What follows belongs to an exercise in optimizing a design on an open flow for small area; a production flow would make more cautious choices. RTL that was checked went through simulation tests only; none was proved equivalent to the original.

## awgn_clt_gen
module awgn_clt_gen (
    input  logic        clock,
    input  logic        rst_n,
    input  logic        init,
    input  logic        ce,
    input  logic [31:0] seed,
    input  logic        gain_we,
    input  logic [0:0]  gain_sel,
    input  logic [15:0] gain_val,
    output logic        x_en,
    output logic [31:0] awgn
);
    localparam logic [31:0] MIX0 = 32'h9E3779B9;
    localparam logic [31:0] MIX1 = 32'h3C6EF372;
    localparam logic [15:0] ACC0 = 16'hA000;   
    function automatic logic [31:0] xs(input logic [31:0] s_in);
        logic [31:0] s;
        s = s_in ^ (s_in << 13);
        s = s ^ (s >> 17);
        s = s ^ (s << 5);
        xs = s;
    endfunction
    function automatic logic [31:0] cseed(input logic [31:0] b, input logic [31:0] m);
        logic [31:0] s;
        s = b ^ m;
        cseed = (s == 32'h0) ? 32'h1 : s;
    endfunction
    logic [31:0] s0_r, s1_r;
    logic [15:0] acc0_r, acc1_r;
    logic [15:0] g0_r, g1_r;
    logic [3:0]  cnt_r;
    logic        v1_r, x_en_r;
    logic [31:0] awgn_r;
    logic [31:0] d0, d1;
    logic [15:0] ae0, ae1, sum0, sum1, gn0, gn1, ma, mb;
    logic [19:0] q;
    logic        povf, novf;
    logic [15:0] sat;
    logic        c0, last;
    assign c0   = (cnt_r == 4'd0);
    assign last = (cnt_r == 4'd11);
    assign d0   = xs(s0_r);
    assign d1   = xs(s1_r);
    awgn_addf u_add0 (.a(acc0_r), .u(d0[31:20]), .s(ae0));   
    awgn_addr u_add1 (.a(acc1_r), .u(d1[31:20]), .s(ae1));
    assign sum0 = c0 ? {ACC0[15:12], d0[31:20]} : ae0;
    assign sum1 = c0 ? {ACC0[15:12], d1[31:20]} : ae1;
    assign gn0  = (gain_we && gain_sel == 1'b0) ? gain_val : g0_r;
    assign gn1  = (gain_we && gain_sel == 1'b1) ? gain_val : g1_r;
    assign ma   = v1_r ? acc1_r : sum0;
    assign mb   = (gain_we && gain_sel == 1'b0 && !v1_r) ? gain_val : (v1_r ? g1_r : g0_r);
    awgn_mul u_mul (.a(ma), .b(mb), .q(q));
  ...
==> module awgn_clt_gen, before the edit <==
module awgn_clt_gen (
    input  logic        clock,
    input  logic        rst_n,
    input  logic        init,
    input  logic        ce,
    input  logic [31:0] seed,
    input  logic        gain_we,
    input  logic [0:0]  gain_sel,
    input  logic [15:0] gain_val,
    output logic        x_en,
    output logic [31:0] awgn
);
    localparam logic [31:0] MIX0 = 32'h9E3779B9;
    localparam logic [31:0] MIX1 = 32'h3C6EF372;
    localparam logic [15:0] ACC0 = 16'hA000;   
    function automatic logic [31:0] xs(input logic [31:0] s_in);
        logic [31:0] s;
        s = s_in ^ (s_in << 13);
        s = s ^ (s >> 17);
        s = s ^ (s << 5);
        xs = s;
    endfunction
    function automatic logic [31:0] cseed(input logic [31:0] b, input logic [31:0] m);
        logic [31:0] s;
        s = b ^ m;
        cseed = (s == 32'h0) ? 32'h1 : s;
    endfunction
    logic [31:0] s0_r, s1_r;
    logic [15:0] acc0_r, acc1_r;
    logic [15:0] g0_r, g1_r;
    logic [3:0]  cnt_r;
    logic        v1_r, x_en_r;
    logic [31:0] awgn_r;
    logic [31:0] d0, d1;
    logic [15:0] ae0, ae1, sum0, sum1, gn0, gn1, ma, mb;
    logic [19:0] q;
    logic        povf, novf;
    logic [15:0] sat;
    logic        c0, last;
    assign c0   = (cnt_r == 4'd0);
    assign last = (cnt_r == 4'd11);
    assign d0   = xs(s0_r);
    assign d1   = xs(s1_r);
    awgn_addf u_add0 (.a(acc0_r), .u(d0[31:20]), .s(ae0));   
    awgn_addr u_add1 (.a(acc1_r), .u(d1[31:20]), .s(ae1));
    assign sum0 = c0 ? {ACC0[15:12], d0[31:20]} : ae0;
    assign sum1 = c0 ? {ACC0[15:12], d1[31:20]} : ae1;
    assign gn0  = (gain_we && gain_sel == 1'b0) ? gain_val : g0_r;
    assign gn1  = (gain_we && gain_sel == 1'b1) ? gain_val : g1_r;
    assign ma   = v1_r ? acc1_r : sum0;
    assign mb   = (gain_we && gain_sel == 1'b0 && !v1_r) ? gain_val : (v1_r ? g1_r : g0_r);
    awgn_mul u_mul (.a(ma), .b(mb), .q(q));
    assign povf = !q[19] && (q[18:15] != 4'b0000);
    assign novf =  q[19] && ((q[18:15] != 4'b1111) || (q[14:0] == 15'd0));
    assign sat  = povf ? 16'h7FFF : novf ? 16'h8001 : q[15:0];
    always_ff @(posedge clock or negedge rst_n) begin
        if (!rst_n) begin
            s0_r   <= MIX0 ^ 32'h1;
            s1_r   <= MIX1 ^ 32'h1;
            cnt_r  <= 4'd0;
            v1_r   <= 1'b0;
            x_en_r <= 1'b0;
            g0_r   <= 16'h1000;
            g1_r   <= 16'h1000;
            awgn_r <= 32'h0;
        end else begin
            if (init) begin
                s0_r  <= cseed(seed, MIX0);
                s1_r  <= cseed(seed, MIX1);
                cnt_r <= 4'd0;
            end else if (ce) begin
                s0_r  <= d0;
                s1_r  <= d1;
                cnt_r <= last ? 4'd0 : cnt_r + 4'd1;
            end
            v1_r   <= ce && !init && last;
            x_en_r <= v1_r;
            g0_r   <= gn0;
            g1_r   <= gn1;
            if (v1_r) awgn_r <= {sat, acc0_r};
        end
    end
    always_ff @(posedge clock) begin
        if (ce) begin
            acc0_r <= last ? sat : sum0;
            acc1_r <= sum1;
        end
    end
    assign x_en = x_en_r;
    assign awgn = awgn_r;
endmodule
Settings: LEC_CHECK=0, ABC_AREA=1, CAP_MARGIN=20, CORE_MARGIN=2, CORE_UTILIZATION=40, CTS_BUF_LIST=sky130_fd_sc_hd__clkbuf_8, SLEW_MARGIN=20; clock period 10.0 ns.
standard.sh (not shown) runs the stock make flow with config.mk's settings and CLKGATE_MAP_FILE= SYNTH_SCRIPT=/design/flow/synth_recipe.tcl, a recipe that flattens the netlist after the stock synthesis.
==> flow/flow/run.sh <==
#!/bin/bash
# Own flow: the standard layout (standard.sh, unchanged synthesis), with every
# input and output port buffered by the smallest buffer (buf_1) instead of the
# default choice. Each tool's output goes to a log file here.
set -euo pipefail
export BUFFER_PORTS_ARGS="-buffer_cell sky130_fd_sc_hd__buf_1"
bash standard.sh > standard_flow.log 2>&1
Edit:
--- a/flow/design.v
+++ b/flow/design.v
@@ -46,11 +46,11 @@
     assign sum0 = c0 ? {ACC0[15:12], d0[31:20]} : ae0;
     assign sum1 = c0 ? {ACC0[15:12], d1[31:20]} : ae1;
     assign gn0  = (gain_we && gain_sel == 1'b0) ? gain_val : g0_r;
     assign gn1  = (gain_we && gain_sel == 1'b1) ? gain_val : g1_r;
     assign ma   = v1_r ? acc1_r : sum0;
-    assign mb   = (gain_we && gain_sel == 1'b0 && !v1_r) ? gain_val : (v1_r ? g1_r : g0_r);
+    assign mb   = v1_r ? g1_r : gn0;
     awgn_mul u_mul (.a(ma), .b(mb), .q(q));
     assign povf = !q[19] && (q[18:15] != 4'b0000);
     assign novf =  q[19] && ((q[18:15] != 4'b1111) || (q[14:0] == 15'd0));
     assign sat  = povf ? 16'h7FFF : novf ? 16'h8001 : q[15:0];
     always_ff @(posedge clock or negedge rst_n) begin
Result:
- The new run completed without violations
- routed wire length came out higher by 0.65%
- synthesized area stays flat
- flip-flop and latch count is unchanged
- final area hardly moves
- sequential share of layout area barely changes
- setup slack loses 64 ps
- core utilization is about the same
- via count barely changes
- final cell count stays flat
- count of clock-buffer cells in the layout stays the same
- die area stays flat
No functional check of the RTL was part of the second run of this note.

-- separate check: timing with driven ports --
Ports are ideal in the flow. The routed layouts listed here were re-timed in OpenROAD.
Step 1 (the two cells are an assumption about what drives the block):
set clk [get_ports {clock}]
set_driving_cell -lib_cell sky130_fd_sc_hd__clkbuf_16 $clk
set_driving_cell -lib_cell sky130_fd_sc_hd__buf_2 [delete_from_list [all_inputs] $clk]
Step 2 also shifts input and output timing later by t, the mid clock arrival at the registers, as if the neighbouring blocks saw the same clock.
Three values: ideal ports, drivers, drivers and shift; two values: the first two.
| run | t, ns | setup slack, ns | clock arrival spread, ns |
|---|---|---|---|
| the first run | 0.557 | 0.589 / 0.589 / 0.589 | 0.024 / 0.023 |
| the second run | 0.563 | 0.525 / 0.525 / 0.525 | 0.037 / 0.036 |
After both steps every run listed still meets setup and hold.
